Context: an optimization exercise on an open-source flow, tuned for small area. The choices shown serve that exercise and are no tape-out recipe. Function was checked by simulation only, so behaviour that the tests miss may differ from the original. Power and IR drop assume default switching activity.

==> flow/design.v <==
module dmem_responder #(
    parameter int ADDR_WIDTH  = 6,
    parameter int WAIT_CYCLES = 1
) (
    input  logic        clk,
    input  logic        reset_n,
    input  logic        req_valid,
    output logic        req_ready,
    input  logic        req_write,
    input  logic [1:0]  req_size,
    input  logic        req_signed,
    input  logic [31:0] req_addr,
    input  logic [31:0] req_wdata,
    output logic        resp_valid,
    output logic [31:0] resp_rdata,
    output logic        resp_error
);
    logic wait_q, resp_q;
    logic idle;
    assign idle = ~(wait_q | resp_q);
    always_ff @(posedge clk or negedge reset_n) begin
        if (!reset_n) begin
            wait_q <= 1'b0;
            resp_q <= 1'b0;
        end else begin
            wait_q <= idle & req_valid;
            resp_q <= wait_q;
        end
    end
    assign req_ready  = idle;
    assign resp_valid = resp_q;
    logic req_err;
    assign req_err = (req_size == 2'b11)
                  || (req_size == 2'b01 && req_addr[0])
                  || (req_size == 2'b10 && req_addr[1:0] != 2'b00)
                  || (req_addr[31:6] != 26'd0);
    logic [5:0] addr_q;
    logic       err_q, rdok_q, byte_q, word_q, sx_q;
    always_ff @(posedge clk) begin
        if (idle) begin
            addr_q <= req_addr[5:0];
            err_q  <= req_err;
            rdok_q <= ~req_write & ~req_err;
            byte_q <= (req_size == 2'b00);
            word_q <= (req_size == 2'b10);
            sx_q   <= req_signed;
        end
    end
    assign resp_error = err_q;
    logic [511:0] mem_q;
    logic         wen;
    logic [3:0]   lane_en;
    logic [7:0]   lane_wd [4];
    assign wen = idle & req_valid & reset_n & req_write & ~req_err;
    always_comb begin
        case (req_size)
            2'b00:   lane_en = 4'b0001 << req_addr[1:0];
            2'b01:   lane_en = req_addr[1] ? 4'b1100 : 4'b0011;
            default: lane_en = 4'b1111;
        endcase
        lane_wd[0] = req_wdata[7:0];
        lane_wd[1] = (req_size == 2'b00) ? req_wdata[7:0] : req_wdata[15:8];
        lane_wd[2] = req_size[1] ? req_wdata[23:16] : req_wdata[7:0];
        lane_wd[3] = req_size[1] ? req_wdata[31:24]
                   : req_size[0] ? req_wdata[15:8] : req_wdata[7:0];
    end
    logic       idle_b;
    logic [3:0] lane_set;
    logic [3:0] lane_keep;
    logic [63:0] set_b, keep_b;
    assign idle_b = ~(wait_q ^ resp_q);
    always_comb begin
        for (int l = 0; l < 4; l++) begin
            lane_set[l]  = wen & lane_en[l];
            lane_keep[l] = ~(idle_b & req_valid & reset_n & req_write & ~req_err & lane_en[l]);
        end
        for (int k = 0; k < 16; k++)
            for (int l = 0; l < 4; l++) begin
                set_b[4*k + l]  = lane_set[l] & (req_addr[5:2] == 4'(k));
                keep_b[4*k + l] = lane_keep[l] | (req_addr[5:2] != 4'(k));
            end
    end
    always_ff @(posedge clk) begin
        for (int b = 0; b < 64; b++)
            mem_q[8*b +: 8] <= (mem_q[8*b +: 8] & {8{keep_b[b]}})
                             | (lane_wd[b % 4] & {8{set_b[b]}});
    end
    logic [31:0] word;
    logic [7:0]  lo, hi;
    logic        ext;
    always_comb begin
        word = 32'd0;
        for (int k = 0; k < 16; k++)
            word = word | (mem_q[32*k +: 32] & {32{rdok_q && addr_q[5:2] == 4'(k)}});
        case (addr_q[1:0])
            2'b00: lo = word[7:0];
            2'b01: lo = word[15:8];
            2'b10: lo = word[23:16];
            2'b11: lo = word[31:24];
        endcase
        hi  = addr_q[1] ? word[31:24] : word[15:8];
        ext = sx_q & (byte_q ? lo[7] : hi[7]);
        resp_rdata[7:0]   = lo;
        resp_rdata[15:8]  = byte_q ? {8{ext}} : hi;
        resp_rdata[31:16] = word_q ? word[31:16] : {16{ext}};
    end
endmodule
clock: 10.0 ns
lec_check: 0
cap_margin: 20
core_margin: 2
core_utilization: 50
gpl_timing_driven: 0
place_density: 0.6
slew_margin: 20
standard.sh (not shown) runs the stock make flow with config.mk's settings and CLKGATE_MAP_FILE= SYNTH_SCRIPT=/design/flow/synth_recipe.tcl, a recipe that flattens the netlist after the stock synthesis.
==> flow/flow/run.sh <==
#!/bin/bash
# Layout flow: the standard ORFS flow (standard.sh) run on flow/mapped.v, a
# hand-mapped form of the RTL with the same registers, with small port
# buffers and a clock tree of small buffers.
set -euo pipefail
M=$PWD/flow/mapped.v
CTS="-sink_clustering_enable -repair_clock_nets -dont_use_dummy_load -buf_list {sky130_fd_sc_hd__clkbuf_4 sky130_fd_sc_hd__clkbuf_8} -sink_clustering_size 20 -sink_clustering_max_diameter 50"
bash standard.sh VERILOG_FILES="$M" \
  BUFFER_PORTS_ARGS="-buffer_cell sky130_fd_sc_hd__buf_1" \
  CTS_ARGS="$CTS" \
  finish > flow_make.log 2>&1
==> flow/flow/mapped.v <==
// Hand-mapped version of rtl/dmem_responder.sv for the layout flow: the
// storage update gates and the load word multiplexer are placed as library
// cells; the small control and alignment logic is left to synthesis.
// Register names and kinds match the standard synthesis of the RTL.
module dmem_responder #(
    parameter int ADDR_WIDTH  = 6,
    parameter int WAIT_CYCLES = 1
) (
    input  logic        clk,
    input  logic        reset_n,
    input  logic        req_valid,
    output logic        req_ready,
    input  logic        req_write,
    input  logic [1:0]  req_size,
    input  logic        req_signed,
    input  logic [31:0] req_addr,
    input  logic [31:0] req_wdata,
    output logic        resp_valid,
    output logic [31:0] resp_rdata,
    output logic        resp_error
);

    logic wait_q, resp_q;
    logic idle, idle_b;

    assign idle   = ~(wait_q | resp_q);
    assign idle_b = ~(wait_q ^ resp_q);

    always_ff @(posedge clk or negedge reset_n) begin
        if (!reset_n) begin
            wait_q <= 1'b0;
            resp_q <= 1'b0;
        end else begin
            wait_q <= idle & req_valid;
            resp_q <= wait_q;
        end
    end

    assign req_ready  = idle;
    assign resp_valid = resp_q;

    logic req_err;
    assign req_err = (req_size == 2'b11)
                  || (req_size == 2'b01 && req_addr[0])
                  || (req_size == 2'b10 && req_addr[1:0] != 2'b00)
                  || (req_addr[31:6] != 26'd0);

    logic [5:0] addr_q;
    logic       err_q, rdok_q, byte_q, word_q, sx_q;

    always_ff @(posedge clk) begin
        if (idle) begin
            addr_q <= req_addr[5:0];
            err_q  <= req_err;
            rdok_q <= ~req_write & ~req_err;
            byte_q <= (req_size == 2'b00);
            word_q <= (req_size == 2'b10);
            sx_q   <= req_signed;
        end
    end

    assign resp_error = err_q;

    // ---------------- store path ----------------
    logic [3:0]  lane_en;
    logic [31:0] lane_wd;
    logic        vw;
    logic [3:0]  lset_n, lkeep;
    logic [15:0] row_p, row_n;

    always_comb begin
        case (req_size)
            2'b00:   lane_en = 4'b0001 << req_addr[1:0];
            2'b01:   lane_en = req_addr[1] ? 4'b1100 : 4'b0011;
            default: lane_en = 4'b1111;
        endcase
        lane_wd[7:0]   = req_wdata[7:0];
        lane_wd[15:8]  = (req_size == 2'b00) ? req_wdata[7:0] : req_wdata[15:8];
        lane_wd[23:16] = req_size[1] ? req_wdata[23:16] : req_wdata[7:0];
        lane_wd[31:24] = req_size[1] ? req_wdata[31:24]
                       : req_size[0] ? req_wdata[15:8] : req_wdata[7:0];
        vw = req_valid & reset_n & req_write & ~req_err;
        for (int l = 0; l < 4; l++) begin
            lset_n[l] = ~(idle & vw & lane_en[l]);
            lkeep[l]  = idle_b & vw & lane_en[l];
        end
        for (int k = 0; k < 16; k++) begin
            row_p[k] = (req_addr[5:2] == 4'(k));
            row_n[k] = ~(req_addr[5:2] == 4'(k));
        end
    end

    logic [511:0] mem_q, mem_d;
    logic [63:0]  set_b, keep_b;

    for (genvar k = 0; k < 16; k++) begin : g_w
        for (genvar l = 0; l < 4; l++) begin : g_l
            sky130_fd_sc_hd__nor2_1  u_set  (.A(row_n[k]), .B(lset_n[l]), .Y(set_b[4*k+l]));
            sky130_fd_sc_hd__nand2_1 u_keep (.A(row_p[k]), .B(lkeep[l]),  .Y(keep_b[4*k+l]));
            for (genvar j = 0; j < 8; j++) begin : g_b
                sky130_fd_sc_hd__a22o_1 u_upd (
                    .A1(mem_q[32*k+8*l+j]), .A2(keep_b[4*k+l]),
                    .B1(lane_wd[8*l+j]),    .B2(set_b[4*k+l]),
                    .X(mem_d[32*k+8*l+j]));
            end
        end
    end

    always_ff @(posedge clk)
        mem_q <= mem_d;

    // ---------------- load path ----------------
    logic [15:0] rsel;
    always_comb
        for (int k = 0; k < 16; k++)
            rsel[k] = rdok_q & (addr_q[5:2] == 4'(k));

    logic [31:0] word_n;
    for (genvar b = 0; b < 32; b++) begin : g_rd
        logic [5:0] y;
        logic [1:0] z;
        for (genvar g = 0; g < 5; g++) begin : g_g
            sky130_fd_sc_hd__a222oi_1 u_aoi (
                .A1(mem_q[32*(3*g)+b]),   .A2(rsel[3*g]),
                .B1(mem_q[32*(3*g+1)+b]), .B2(rsel[3*g+1]),
                .C1(mem_q[32*(3*g+2)+b]), .C2(rsel[3*g+2]),
                .Y(y[g]));
        end
        sky130_fd_sc_hd__nand2_1 u_n15 (.A(mem_q[32*15+b]), .B(rsel[15]), .Y(y[5]));
        sky130_fd_sc_hd__nand3_1 u_z0 (.A(y[0]), .B(y[1]), .C(y[2]), .Y(z[0]));
        sky130_fd_sc_hd__nand3_1 u_z1 (.A(y[3]), .B(y[4]), .C(y[5]), .Y(z[1]));
        sky130_fd_sc_hd__nor2_1  u_w  (.A(z[0]), .B(z[1]), .Y(word_n[b]));
    end

    logic [31:0] word;
    logic [7:0]  lo, hi;
    logic        ext;

    always_comb begin
        word = ~word_n;
        case (addr_q[1:0])
            2'b00: lo = word[7:0];
            2'b01: lo = word[15:8];
            2'b10: lo = word[23:16];
            2'b11: lo = word[31:24];
        endcase
        hi  = addr_q[1] ? word[31:24] : word[15:8];
        ext = sx_q & (byte_q ? lo[7] : hi[7]);
        resp_rdata[7:0]   = lo;
        resp_rdata[15:8]  = byte_q ? {8{ext}} : hi;
        resp_rdata[31:16] = word_q ? word[31:16] : {16{ext}};
    end

endmodule
The first run ran to the end with no violations.
Next try:
--- a/flow/flow/mapped.v
+++ b/flow/flow/mapped.v
@@ -113 +113,4 @@
-    logic [15:0] rsel;
+    // Row selects, one copy per output byte lane: rsel_c[c][k] drives the
+    // load multiplexer of bits 8c..8c+7.
+    logic [3:0]  rhi_n, rlo_n;
+    logic [15:0] rsel_c [4];
@@ -115,2 +118,9 @@
-        for (int k = 0; k < 16; k++)
-            rsel[k] = rdok_q & (addr_q[5:2] == 4'(k));
+        for (int i = 0; i < 4; i++) begin
+            rhi_n[i] = ~(rdok_q & (addr_q[5:4] == 2'(i)));
+            rlo_n[i] = ~(addr_q[3:2] == 2'(i));
+        end
+    for (genvar c = 0; c < 4; c++) begin : g_rc
+        for (genvar k = 0; k < 16; k++) begin : g_rk
+            sky130_fd_sc_hd__nor2_1 u_rs (.A(rhi_n[k/4]), .B(rlo_n[k%4]), .Y(rsel_c[c][k]));
+        end
+    end
@@ -124,3 +134,3 @@
-                .A1(mem_q[32*(3*g)+b]),   .A2(rsel[3*g]),
-                .B1(mem_q[32*(3*g+1)+b]), .B2(rsel[3*g+1]),
-                .C1(mem_q[32*(3*g+2)+b]), .C2(rsel[3*g+2]),
+                .A1(mem_q[32*(3*g)+b]),   .A2(rsel_c[b/8][3*g]),
+                .B1(mem_q[32*(3*g+1)+b]), .B2(rsel_c[b/8][3*g+1]),
+                .C1(mem_q[32*(3*g+2)+b]), .C2(rsel_c[b/8][3*g+2]),
@@ -129 +139 @@
-        sky130_fd_sc_hd__nand2_1 u_n15 (.A(mem_q[32*15+b]), .B(rsel[15]), .Y(y[5]));
+        sky130_fd_sc_hd__nand2_1 u_n15 (.A(mem_q[32*15+b]), .B(rsel_c[b/8][15]), .Y(y[5]));
Outcome:
- power went down by 1.3%
- die area increases by 0.93%
- wire length decreases by 5.4%
Next try:
--- a/flow/flow/run.sh
+++ b/flow/flow/run.sh
@@ -7 +7 @@
-CTS="-sink_clustering_enable -repair_clock_nets -dont_use_dummy_load -buf_list {sky130_fd_sc_hd__clkbuf_4 sky130_fd_sc_hd__clkbuf_8} -sink_clustering_size 20 -sink_clustering_max_diameter 50"
+CTS="-sink_clustering_enable -repair_clock_nets -dont_use_dummy_load -buf_list {sky130_fd_sc_hd__clkbuf_8} -sink_clustering_size 22 -sink_clustering_max_diameter 60"
CAP_MARGIN = 10   (was 20)
SLEW_MARGIN = 10   (was 20)
Outcome:
- wire length is about the same
- worst setup slack stays flat
- total power fell by 2.5%
- flip-flop and latch count does not change
- final area fell by 0.94%
- die area is unchanged
- utilization fell by 0.52 points

==> what the ideal ports hide <==
The flow's constraints put no driver on any port. The routed layouts listed below were extracted and timed again, unchanged, in two steps. Step 1, drivers: a clkbuf_16 drives clk and a buf_2 each remaining input, both assumed. Step 2 adds t to the input delays and takes it off the output delays; t is the mean of the earliest and latest rising clock arrival at the registers after step 1. Input paths then give back, and output paths get back, about the clock's delay inside the block. Slacks: ideal ports / drivers / drivers and shift; pairs: ideal ports / drivers.
| run | t, ns | setup WS [ns] | clock arrival spread, ns |
|---|---|---|---|
| the first run | 0.702 | 3.584 / 3.529 / 4.231 | 0.058 / 0.057 |
| the second run | 0.655 | 3.368 / 3.312 / 3.967 | 0.061 / 0.061 |
| the third run | 0.645 | 3.366 / 3.309 / 3.955 | 0.057 / 0.057 |
After both steps every run listed still meets setup and hold.
